Context: an optimization exercise on an open-source flow, tuned for small area, a short achievable clock period and few clock cycles. The choices shown serve that exercise and are no tape-out recipe. Function was checked by simulation only, so behaviour that the tests miss may differ from the original.

==> v19 <==
// id_range_scanner
module id_range_scanner (
    input  logic               clk,
    input  logic               reset,
    input  logic               start,
    input  logic [79:0]        range_in,
    output logic               busy,
    output logic               done,
    output logic [63:0]        sum,
    output logic [39:0]        invalid_count
);
Settings: LEC_CHECK=0, ABC_AREA=1, CAP_MARGIN=20, CORE_MARGIN=2, CORE_UTILIZATION=45, SETUP_SLACK_MARGIN=0.1, SLEW_MARGIN=20; clock period 4.2 ns.
run.sh (not shown) runs the stock make flow with config.mk's settings and CLKGATE_MAP_FILE= SYNTH_SCRIPT=/design/flow/synth_recipe.tcl, a recipe that flattens the netlist after the stock synthesis.
==> v36 (differences from v19) <==
--- a/flow/design.v
+++ b/flow/design.v
@@ -418,27 +418,18 @@
     logic [20:0] nsv_c, ncv_c;
     logic [21:0] ssv_c, scv_c;
     always_comb begin
         logic [127:0] cs;
         logic [20:0]  nbl;
         logic [1:0]   kn;
         logic [21:0]  ks;
-        logic [19:0]  x1, y1, x2, y2;
-        logic         eq0, p1, m1;
-        x1     = bh_c;
-        y1     = ~bl_c;
-        x2     = bl_c;
-        y2     = ~bh_c;
-        eq0    = (bh_c == bl_c);
-        p1     = ((x1 ^ y1) == {(x1[18:0] | y1[18:0]), 1'b0});
-        m1     = ((x2 ^ y2) == {(x2[18:0] | y2[18:0]), 1'b0});
-        zero_c = (fh_c == fl_c) ? eq0 : fh_c ? p1 : m1;
         nbl    = ~{1'b0, bl_c};
         kn     = 2'd1 - 2'(fh_c) + 2'(fl_c);
         cs     = id_range_pkg::csa(64'(bh_c), 64'(nbl), 64'(kn));
+        zero_c = ((cs[20:0] ^ {cs[83:64], 1'b0}) == ({cs[19:0], 1'b0} | {cs[82:64], 2'b00}));
         nsv_c  = cs[20:0];
         ncv_c  = {cs[83:64], 1'b0};
         ks     = it_neg ? 22'd1 + 22'(fh_c) + 22'(fl_c) : 22'd1 - 22'(fh_c) - 22'(fl_c);
         cs     = id_range_pkg::csa(64'({2'b00, bh_c} ^ {22{it_neg}}), 64'({2'b00, bl_c} ^ {22{it_neg}}),
                                    64'(ks));
         ssv_c  = cs[21:0];
         scv_c  = {cs[84:64], 1'b0};
@@ -494,15 +485,15 @@
         sum_next = r[SW-1:0];
     end
     assign mult_last = (state == S_MULT) && (n_r[19:1] == 19'd0);
     assign free      = (state == S_TERM) || mult_last;
     assign take      = pend && free;
     assign pick      = ((state == S_TERM) || (state == S_HORN) || (state == S_MULT))
                        && (!pend || take) && more;
-    assign fin_now   = free && !pend && (!more || (zero_c && !nx_more));
+    assign fin_now   = free && !pend && !more;
     always_ff @(posedge clk or posedge reset) begin
         if (reset) begin
             state <= S_IDLE;
             busy  <= 1'b0;
             done  <= 1'b0;
         end else begin
             done <= 1'b0;
==> v21 (differences from v19) <==
--- a/flow/design.v
+++ b/flow/design.v
@@ -78,15 +78,14 @@
     logic [3:0]  dh;      
     logic [23:0] dl;      
     logic [3:0]  k;
     assign dl = x[23:0];
     assign k  = {c, 1'b0};
     logic [6:1]  dec;
     logic [6:1]  lt;
-    logic        top2;    
     function automatic logic [3:0] add3(input logic [3:0] i);
         logic ge5;
         ge5  = i[3] | (i[2] & (i[1] | i[0]));
         add3 = {ge5, ge5 ? {i[3] & i[0], (i[3] & ~i[0]) | (i[1] & i[0]),
                             (i[3] & ~i[0]) | (i[2] & i[1] & ~i[0])}
                          : i[2:0]};
     endfunction
@@ -192,32 +191,25 @@
     assign load_none = (lz == 3'd5);
     assign conv_last = (cleft <= 3'd1);
     assign va   = (pa_c != 13'd0);
     assign vb   = (pa_c[12:1] != 12'd0);
     assign p0   = p_of(ndig, 0);
     assign p1   = p_of(ndig, 1);
     assign p2   = p_of(ndig, 2);
-    assign fin_next = scan_first ? (pa_c[12:1] == 12'd0) : (pa_c[12:2] == 11'd0);
+    assign fin_next = (pa_c[12:2] == 11'd0);
     always_comb begin
-        logic mx;
-        mx = !scan_first && (c == 3'd1) && top2 && (dl[3:0] != dl[7:4]);
         for (int p = 1; p <= 6; p++) begin
             logic [3:0] ua, ub;
             logic       ma, mb;
             ua = dl[4*(p-1) +: 4];
             ub = (p == 1) ? da : dl[4*(p-2) +: 4];
-            ma = va && !scan_first && (k >= 4'(p)) && (da != ua);
-            mb = vb && !scan_first && (k + 4'd1 >= 4'(p)) && (db != ub);
-            if (p == 1) begin
-                dec_n[p] = dec[p] | mx | ma | mb;
-                lt_n[p]  = dec[p] ? lt[p] : mx ? (dl[3:0] < dl[7:4]) : (ma ? (da < ua) : (db < ub));
-            end else begin
-                dec_n[p] = dec[p] | ma | mb;
-                lt_n[p]  = dec[p] ? lt[p] : (ma ? (da < ua) : (db < ub));
-            end
+            ma = va && (k >= 4'(p)) && (da != ua);
+            mb = vb && (k + 4'd1 >= 4'(p)) && (db != ub);
+            dec_n[p] = dec[p] | ma | mb;
+            lt_n[p]  = dec[p] ? lt[p] : (ma ? (da < ua) : (db < ub));
             f[p]     = dec[p] ? lt[p] : ~STRICT;
         end
     end
     always_comb begin
         logic [127:0] cs;
         logic [64:0]  r;
         cs   = id_range_pkg::csa(64'({slot0[16:0], 3'b000}), 64'({slot0[18:0], 1'b0}), 64'(dh));
@@ -229,15 +221,14 @@
             pa  <= '0;
             dec <= '0;
         end else begin
             pa  <= {2'b00, pa_c[12:2]};
             dec <= dec_n;
         end
         ph <= scan_first ? {2'b00, lead[12:2]} : {1'b0, ph[12:1]};
-        if (scan_first) top2 <= vb;
         dh <= scan_first ? db : pick(bcd, ph);
         lt <= lt_n;
     end
     always_ff @(posedge clk) begin
         if (load) begin
             x <= xs[29:0];
         end else if (conv && (cleft != 3'd0)) begin
@@ -286,15 +277,14 @@
         S_IDLE, S_CONV, S_SCAN, S_TERM, S_HORN, S_MULT
     } st_t;
     st_t           state;
     logic          accept;
     logic          empty;
     logic          cl_h, cl_l, ln_h, ln_l;
     logic          first;
-    logic          second;
     logic [SW-1:0] acc_sum;
     logic [CW-1:0] acc_cnt;
     assign sum           = {{(64 - SW){1'b0}}, acc_sum};
     assign invalid_count = {{(40 - CW){1'b0}}, acc_cnt};
     logic [3:0]  dh, dl, dh_now, dl_now;
     logic        fin_h, fin_l;
     logic [19:0] h0, l0;
@@ -418,27 +408,18 @@
     logic [20:0] nsv_c, ncv_c;
     logic [21:0] ssv_c, scv_c;
     always_comb begin
         logic [127:0] cs;
         logic [20:0]  nbl;
         logic [1:0]   kn;
         logic [21:0]  ks;
-        logic [19:0]  x1, y1, x2, y2;
-        logic         eq0, p1, m1;
-        x1     = bh_c;
-        y1     = ~bl_c;
-        x2     = bl_c;
-        y2     = ~bh_c;
-        eq0    = (bh_c == bl_c);
-        p1     = ((x1 ^ y1) == {(x1[18:0] | y1[18:0]), 1'b0});
-        m1     = ((x2 ^ y2) == {(x2[18:0] | y2[18:0]), 1'b0});
-        zero_c = (fh_c == fl_c) ? eq0 : fh_c ? p1 : m1;
         nbl    = ~{1'b0, bl_c};
         kn     = 2'd1 - 2'(fh_c) + 2'(fl_c);
         cs     = id_range_pkg::csa(64'(bh_c), 64'(nbl), 64'(kn));
+        zero_c = ((cs[20:0] ^ {cs[83:64], 1'b0}) == ({cs[19:0], 1'b0} | {cs[82:64], 2'b00}));
         nsv_c  = cs[20:0];
         ncv_c  = {cs[83:64], 1'b0};
         ks     = it_neg ? 22'd1 + 22'(fh_c) + 22'(fl_c) : 22'd1 - 22'(fh_c) - 22'(fl_c);
         cs     = id_range_pkg::csa(64'({2'b00, bh_c} ^ {22{it_neg}}), 64'({2'b00, bl_c} ^ {22{it_neg}}),
                                    64'(ks));
         ssv_c  = cs[21:0];
         scv_c  = {cs[84:64], 1'b0};
@@ -467,32 +448,34 @@
         rs  = id_range_pkg::add_sk(64'(ssv_r), 64'(scv_r), 1'b0);
         n   = rn[20:0];
         s   = rs[21:0];
     end
     logic [SW-1:0] y;
     logic [21:0]   s_r;      
     logic [19:0]   n_r;
-    logic [CW-1:0] cadd;     
+    logic          half;     
     logic          cnt_due;  
     logic [3:0]    hq;       
     logic [2:0]    tp;
-    logic [21:0]   sadd;     
+    logic          rbit;     
     logic          neg;
     logic mult_last, free, take, pick, fin_now;
     logic [HW-1:0] horner;
     logic [CW-1:0] cnt_next;
     logic [SW-1:0] sum_next;
     always_comb begin
         logic [64:0]  r;
         logic [127:0] cs;
+        logic [CW-1:0] nc;
         cs       = id_range_pkg::csa(64'({y[HW-4:0], 3'd0}), 64'({y[HW-2:0], 1'b0}),
-                                     64'(HW'(signed'(sadd))));
+                                     rbit ? 64'(HW'(signed'(s_r))) : 64'd0);
         r        = id_range_pkg::add_sk(64'(cs[HW-1:0]), 64'({cs[64+HW-2:64], 1'b0}), 1'b0);
         horner   = r[HW-1:0];
-        r        = id_range_pkg::add_bk(64'(acc_cnt), 64'(cadd), neg);
+        nc       = half ? {n_r[CW-2:0], 1'b0} : n_r;
+        r        = id_range_pkg::add_bk(64'(acc_cnt), 64'(nc ^ {CW{neg}}), neg);
         cnt_next = r[CW-1:0];
         r        = id_range_pkg::add_sk(64'(acc_sum), 64'(y), 1'b0);
         sum_next = r[SW-1:0];
     end
     assign mult_last = (state == S_MULT) && (n_r[19:1] == 19'd0);
     assign free      = (state == S_TERM) || mult_last;
     assign take      = pend && free;
@@ -532,30 +515,29 @@
                     end
                 end
                 default: state <= S_IDLE;
             endcase
         end
     end
     always_ff @(posedge clk) begin
-        second <= first;
         first <= ((state == S_IDLE) && start && !empty && ln_h && ln_l)
                  || ((state == S_CONV) && cl_h && cl_l);
         y <= {y[SW-2:0], 1'b0};
         case (state)
             S_IDLE: begin
                 if (start) begin
                     acc_sum <= '0;
                     acc_cnt <= '0;
                     more    <= 1'b0;
                     pend    <= 1'b0;
                 end
             end
             S_HORN: begin
                 y  <= SW'(signed'(horner));
-                sadd <= rdig(hq - 4'd1, tp) ? s_r : 22'd0;
+                rbit <= rdig(hq - 4'd1, tp);
                 hq <= hq - 4'd1;
                 if (cnt_due) begin
                     acc_cnt <= cnt_next;
                     cnt_due <= 1'b0;
                 end
             end
             S_MULT: begin
@@ -567,24 +549,24 @@
             default: ;
         endcase
         if (take) begin
             cnt_due <= 1'b1;
             neg     <= neg_r;
             tp      <= p_r;
             hq      <= dmp_r - 4'd1;
-            cadd    <= n[CW-1:0] ^ {CW{neg_r}};
+            rbit    <= rdig(dmp_r - 4'd1, p_r);
             if (n[0]) begin
+                half <= 1'b0;
                 n_r  <= n[19:0];
                 s_r  <= {s[21], s[21:1]};
-                sadd <= rdig(dmp_r - 4'd1, p_r) ? {s[21], s[21:1]} : 22'd0;
                 y    <= SW'(signed'({s[21], s[21:1]}));
             end else begin
+                half <= 1'b1;
                 n_r  <= n[20:1];
                 s_r  <= s;
-                sadd <= rdig(dmp_r - 4'd1, p_r) ? s : 22'd0;
                 y    <= SW'(signed'(s));
             end
         end
         if (pick) begin
             pend  <= !zero_c;
             nsv_r <= nsv_c;
             ncv_r <= ncv_c;
@@ -600,24 +582,24 @@
             it_eh  <= (nx_d == dh);
             it_el  <= (nx_d == dl);
             it_neg <= (nx_j == 2'd2);
             it_dmp <= nx_d - 4'(p_of(nx_d, nx_j));
         end else if (take) begin
             pend  <= 1'b0;
         end
-        if (state == S_SCAN && second) begin
+        if (state == S_SCAN && first) begin
             logic [3:0] d0;
-            d0     = (dl < 4'd2) ? 4'd2 : dl;
+            d0     = (dl_now < 4'd2) ? 4'd2 : dl_now;
             td     <= d0;
             tj     <= 2'd0;
             it_p   <= p_of(d0, 2'd0);
-            it_eh  <= (d0 == dh);
-            it_el  <= (d0 == dl);
+            it_eh  <= (d0 == dh_now);
+            it_el  <= (d0 == dl_now);
             it_neg <= 1'b0;
             it_dmp <= d0 - 4'(p_of(d0, 2'd0));
-            dlast  <= (dh > 4'd12) ? 4'd12 : dh;
-            more   <= (((dl < 4'd2) ? 4'd2 : dl) <= ((dh > 4'd12) ? 4'd12 : dh));
-            pend   <= 1'b0;
+            dlast <= (dh_now > 4'd12) ? 4'd12 : dh_now;
+            more  <= (((dl_now < 4'd2) ? 4'd2 : dl_now) <= ((dh_now > 4'd12) ? 4'd12 : dh_now));
+            pend  <= 1'b0;
         end
     end
 endmodule
 `default_nettype wire
Settings changed: SETUP_SLACK_MARGIN 0.1 to 0.3.
==> flow_summary_export.csv <==
group,metric,value,unit
cts,cts.repair.resized,284,
finish,fillers,10685,
routing,met1_length,72300,um
place,place_ws,-0.345,ns
critical_path,crit_end,"acc_cnt[19]",
timing,clock_skew,0.0314,ns
finish,post-route-util,0.585,
hold_path,hold_class,"in -> async",
critical_path,crit_family,"compound AO/OA/AOI/OAI gates",
run_status,outcome,"finished clean",
synthesis,synthTopCellsByCount,"1465 x nand2_1, 1142 x inv_1, 642 x nor2_1",
Source of the figures above: v21

==> flow_summary_export.csv <==
group,metric,value,unit
timing,clock_skew,0.0257,ns
finish,fillers,11493,
place,place_ws,-0.326,ns
hold_path,hold_class,"reg -> reg",
run_status,outcome,"finished clean",
finish,post-route-util,0.544,
routing,met1_length,73700,um
Source of the figures above: v36

==> flow_summary_export.csv <==
group,metric,value,unit
run_status,outcome,"finished clean",
critical_path,crit_end,"y[53]",
cts,cts.repair.resized,88,
finish,post-route-util,0.559,
synthesis,synthTopCellsByCount,"1389 x nand2_1, 1082 x inv_1, 654 x nor2_1",
finish,fillers,11176,
place,place_ws,-0.415,ns
routing,met1_length,74500,um
Source of the figures above: v19

Testbench counts of v19, summed over its fixed seeds: cycles 3,711.
Testbench counts of v36, summed over its fixed seeds: cycles 3,826.
Testbench counts of v21, summed over its fixed seeds: cycles 3,704.

[what the ideal ports hide]
How much do the figures lean on ideal ports? The routed layouts below were timed once more, with nothing changed but the port constraints. Step 1, drivers: a clkbuf_16 drives clk and a buf_2 each remaining input, both assumed. Step 2, shift: input delay + t, output delay - t, t = (earliest + latest rising clock arrival at the registers) / 2. This alone moves slack from input paths to output paths. Slacks: no drivers / after step 1 / after step 2; pairs: no drivers / after step 1.
| run | t (ns) | slack for setup (ns) | clock arrival spread, ns |
|---|---|---|---|
| v19 | 0.741 | 0.169 / 0.169 / -0.306 | 0.034 / 0.034 |
| v36 | 0.716 | 0.141 / 0.141 / -0.367 | 0.027 / 0.027 |
| v21 | 0.721 | 0.094 / 0.094 / -0.203 | 0.036 / 0.036 |
With both steps, setup timing fails in every run listed, where it was met with ideal ports. The setup slack of v36, which loses most, moves by 0.000 ns with the drivers and by -0.508 ns with both steps.
